What follows belongs to an exercise in optimizing a design on an open flow for small area; a production flow would make more cautious choices. In this exercise RTL edits were held to simulation tests only and were not proved equivalent to the original. Power figures rest on the tool's default switching activity, not on a simulated workload.

== run Z ==
==> flow/design.v (excerpt) <==
module meas_point_buf #(
    parameter int DEPTH          = 64,
    parameter int V_WIDTH        = meas_pkg::POINT_V_WIDTH,
    parameter int T_WIDTH        = meas_pkg::POINT_T_WIDTH,
    parameter int SEQ_WIDTH      = meas_pkg::POINT_SEQ_WIDTH,
    parameter int DROP_CNT_WIDTH = 16
) (
    input  logic                      wb_clk_i,
    input  logic                      wb_rst_i,
    input  logic                      point_rdy_i,
    input  logic [V_WIDTH-1:0]        point_v_i,
    input  logic [T_WIDTH-1:0]        point_t_i,
    input  logic                      en_i,
    input  logic                      clr_i,
    input  logic                      pop_i,
    output logic [31:0]               rd_data_o,
    output logic                      rd_valid_o,
    output logic [$clog2(DEPTH):0]    level_o,
    output logic                      full_o,
    output logic                      ovf_o,
    output logic                      unf_o,
    output logic [DROP_CNT_WIDTH-1:0] drop_cnt_o
);
Settings: LEC_CHECK=0, CAP_MARGIN=20, CORE_MARGIN=2, CORE_UTILIZATION=45, CTS_CLUSTER_DIAMETER=150, CTS_CLUSTER_SIZE=25, GPL_TIMING_DRIVEN=0, SLEW_MARGIN=20, SYNTH_HIERARCHICAL=1; clock period 10.0 ns.
run.sh (not shown) runs the stock make flow with config.mk's settings and CLKGATE_MAP_FILE= SYNTH_SCRIPT=/design/flow/synth_recipe.tcl, a recipe that flattens the netlist after the stock synthesis.
Having completed the whole flow, run Z delivered a layout that passed the timing, DRC and antenna checks.
--- input diff run Z..run Y ---
Settings: clearing CTS_CLUSTER_DIAMETER, which used to be 150; clearing CTS_CLUSTER_SIZE, which used to be 25; clearing GPL_TIMING_DRIVEN, which used to be 0.
Findings:
Run Y | stages: all done | timing, DRC, antenna: all pass
NOTE number of global-route vias before repair run Z->run Y decreased slightly
Final-layout fill cell count: run Y vs run Z up 253
In run Y, fraction of standard cell area that is sequential is higher than in run Z.
Met3 routing resource usage after global routing (higher): run Y
Going from run Z to run Y, fraction of area in non-clock buffers decreased by 4.6 points relative to the old numbers; final-stage net count barely changed.
When run Y is set beside run Z, its critical path depth turns out to be 2 smaller.
Against run Z, run Y reports a count of H-tree levels built during CTS that is higher.

JK:
The RTL this note starts from:
==> flow/design.v <==
package meas_pkg;
    localparam int POINT_V_WIDTH   = 16;
    localparam int POINT_T_WIDTH   = 10;
    localparam int POINT_SEQ_WIDTH = 6;
    typedef struct packed {
        logic [POINT_SEQ_WIDTH-1:0] seq;
        logic [POINT_T_WIDTH-1:0]   t;
        logic [POINT_V_WIDTH-1:0]   v;
    } meas_point_t;
endpackage
module onehot_aoi #(
    parameter int N = 3
) (
    input  logic [N-1:0] sel,
    input  logic [N-1:0] d,
    output logic         y_n
);
    assign y_n = ~|(sel & d);
endmodule
module onehot_mux #(
    parameter int N = 64
) (
    input  logic [N-1:0] sel,
    input  logic [N-1:0] d,
    output logic         y
);
    localparam int G = 3;
    localparam int NG = N / G;
    localparam int NR = N - NG * G;
    logic [NG:0] grp_n;
    for (genvar g = 0; g < NG; g++) begin : g_grp
        onehot_aoi #(.N(G)) u_aoi (
            .sel (sel[g*G +: G]),
            .d   (d[g*G +: G]),
            .y_n (grp_n[g])
        );
    end
    if (NR > 0) begin : g_rest
        onehot_aoi #(.N(NR)) u_aoi (
            .sel (sel[N-1 -: NR]),
            .d   (d[N-1 -: NR]),
            .y_n (grp_n[NG])
        );
    end else begin : g_norest
        assign grp_n[NG] = 1'b1;
    end
    assign y = ~&grp_n;
endmodule
module fifo_ram_sp #(
    parameter int DEPTH  = 64,
    parameter int WIDTH  = 32,
    parameter int LVL_W  = $clog2(DEPTH) + 1
) (
    input  logic             clk,
    input  logic             we,
    input  logic [WIDTH-1:0] wdata,
    input  logic [LVL_W-1:0] level,
    output logic [WIDTH-1:0] rdata
);
    logic [WIDTH-1:0] mem_r [DEPTH];
    logic [DEPTH-1:0] sel_s;
    always_ff @(posedge clk) begin
        if (we) begin
            mem_r[0] <= wdata;
            for (int k = 1; k < DEPTH; k++) begin
                mem_r[k] <= mem_r[k-1];
            end
        end
    end
    always_comb begin
        for (int k = 0; k < DEPTH - 1; k++) begin
            sel_s[k] = (level[LVL_W-2:0] == (LVL_W-1)'(k + 1));
        end
        sel_s[DEPTH-1] = level[LVL_W-1];
    end
    for (genvar b = 0; b < WIDTH; b++) begin : g_col
        logic [DEPTH-1:0] col_s;
        for (genvar k = 0; k < DEPTH; k++) begin : g_row
            assign col_s[k] = mem_r[k][b];
        end
        onehot_mux #(.N(DEPTH)) u_mux (
            .sel (sel_s),
            .d   (col_s),
            .y   (rdata[b])
        );
    end
endmodule
module meas_point_buf #(
    parameter int DEPTH          = 64,
    parameter int V_WIDTH        = meas_pkg::POINT_V_WIDTH,
    parameter int T_WIDTH        = meas_pkg::POINT_T_WIDTH,
    parameter int SEQ_WIDTH      = meas_pkg::POINT_SEQ_WIDTH,
    parameter int DROP_CNT_WIDTH = 16
) (
    input  logic                      wb_clk_i,
    input  logic                      wb_rst_i,
    input  logic                      point_rdy_i,
    input  logic [V_WIDTH-1:0]        point_v_i,
    input  logic [T_WIDTH-1:0]        point_t_i,
    input  logic                      en_i,
    input  logic                      clr_i,
    input  logic                      pop_i,
    output logic [31:0]               rd_data_o,
    output logic                      rd_valid_o,
    output logic [$clog2(DEPTH):0]    level_o,
    output logic                      full_o,
    output logic                      ovf_o,
    output logic                      unf_o,
    output logic [DROP_CNT_WIDTH-1:0] drop_cnt_o
);
    localparam int ADDR_W = $clog2(DEPTH);
    localparam int LVL_W  = ADDR_W + 1;
    localparam int DATA_W = T_WIDTH + V_WIDTH;
    localparam logic [DROP_CNT_WIDTH-1:0] DROP_MAX = {DROP_CNT_WIDTH{1'b1}};
    logic [LVL_W-1:0]          level_r;
    logic [SEQ_WIDTH-1:0]      seq_r;
    logic [DROP_CNT_WIDTH-1:0] drop_cnt_r;
    logic                      ovf_r;
    logic                      unf_r;
    logic              empty_s;
    logic              full_s;
    logic              push_req_s;
    logic              push_ok_s;
    logic              pop_ok_s;
    logic              drop_s;
    logic [DATA_W-1:0] head_s;
    logic [SEQ_WIDTH-1:0] head_seq_s;
    assign empty_s    = (level_r == '0);
    assign full_s     = level_r[LVL_W-1];
    assign push_req_s = point_rdy_i & en_i;
    assign pop_ok_s   = pop_i & ~empty_s;
    assign push_ok_s  = push_req_s & (~full_s | pop_i);
    assign drop_s     = push_req_s & full_s & ~pop_i;
    fifo_ram_sp #(
        .DEPTH (DEPTH),
        .WIDTH (DATA_W)
    ) u_ram (
        .clk   (wb_clk_i),
        .we    (push_ok_s),
        .wdata ({point_t_i, point_v_i}),
        .level (level_r),
        .rdata (head_s)
    );
    always_ff @(posedge wb_clk_i) begin
        if (wb_rst_i || clr_i) begin
            level_r    <= '0;
            seq_r      <= '0;
            drop_cnt_r <= '0;
            ovf_r      <= 1'b0;
            unf_r      <= 1'b0;
        end else begin
            if (push_ok_s) begin
                seq_r <= seq_r + 1'b1;
            end
            if (push_ok_s != pop_ok_s) begin
                level_r <= level_r + {{(LVL_W-1){pop_ok_s}}, 1'b1};
            end
            if (drop_s) begin
                ovf_r <= 1'b1;
            end
            if (drop_s && drop_cnt_r != DROP_MAX) begin
                drop_cnt_r <= drop_cnt_r + 1'b1;
            end
            if (pop_i && empty_s) begin
                unf_r <= 1'b1;
            end
        end
    end
    assign head_seq_s = empty_s ? '0 : seq_r - level_r[SEQ_WIDTH-1:0];
    assign rd_valid_o = ~empty_s;
    assign rd_data_o  = {head_seq_s, head_s};
    assign level_o    = level_r;
    assign full_o     = full_s;
    assign ovf_o      = ovf_r;
    assign unf_o      = unf_r;
    assign drop_cnt_o = drop_cnt_r;
endmodule
clock: 10.0 ns
lec_check: 0
cap_margin: 20
core_margin: 2
core_utilization: 45
cts_cluster_diameter: 150
cts_cluster_size: 25
slew_margin: 20
synth_hierarchical: 1
JK: PASS, flow complete, no timing, DRC or antenna violations
Relative to JK, the following input files were edited for MS:
==> flow/flow/run.sh (new file) <==
#!/bin/bash
# Standard layout, with two changes: ports are buffered with the smallest
# buffer, and CTS does not add dummy loads to balance the clock tree.
set -o pipefail
export BUFFER_PORTS_ARGS="-buffer_cell sky130_fd_sc_hd__buf_1"
export CTS_ARGS="-sink_clustering_enable -repair_clock_nets -sink_clustering_size 25 -sink_clustering_max_diameter 150 -dont_use_dummy_load"
bash standard.sh 2>&1 | tee standard_sh.log
==> flow/standard.sh (new file) <==
#!/bin/bash
# synth_recipe.tcl (not shown) runs the flow's synth.tcl, then flattens the netlist and writes it again
# the make line also repeats each setting of config.mk as NAME=value (left out here)
make -C /OpenROAD-flow-scripts/flow DESIGN_CONFIG=/design/flow/config.mk WORK_HOME=/design/flow/orfs CLKGATE_MAP_FILE= SYNTH_SCRIPT=/design/flow/synth_recipe.tcl "${@:-finish}"
removed: flow/run.sh
## What came out
- MS against JK: arrival time of data at the critical path endpoint down 0.48 ns, portion of total power attributed to combinational logic held, global-route wire length before repair saw an increase, total net switching power fell 0.041 mW.
- Re count of clock-buffer cells in the layout: JK and MS aren't equal, and the higher value belongs to JK.
- For clock transition time at the flip-flop clock pins of the worst setup and hold paths, MS and JK come out practically identical.
- Non-clock buffer count (MS vs. JK) increases by a few percent
- Utilization JK -> MS: down
- From JK to MS the numbers moved as follows: multi-input combinational area share flat, die area flat, path length in cells of the critical path flat.

re-timing with driven ports:
The flow's constraints put no driver on any port. The routed layouts listed below were extracted and timed again, unchanged, in two steps. Step 1, drivers: a clkbuf_16 drives wb_clk_i and a buf_2 each remaining input, both assumed. Step 2 moves the port delays by t, midway between the first and last clock arrival at a register: inputs arrive t later, outputs are due t later. That takes back most of the time a late clock gives input paths. Three values: ideal, step 1, step 2; two values: the first two.
run	shift t [ns]	slack for setup (ns)	worst slew at a driven data input, ns
run Z	0.792	2.132 / 2.057 / 2.848	0.11
run Y	0.854	2.668 / 2.593 / 3.447	0.11
JK	0.754	2.634 / 2.567 / 3.321	0.07
MS	0.751	3.113 / 3.044 / 3.795	0.07
After both steps setup and hold are still met in every run listed.
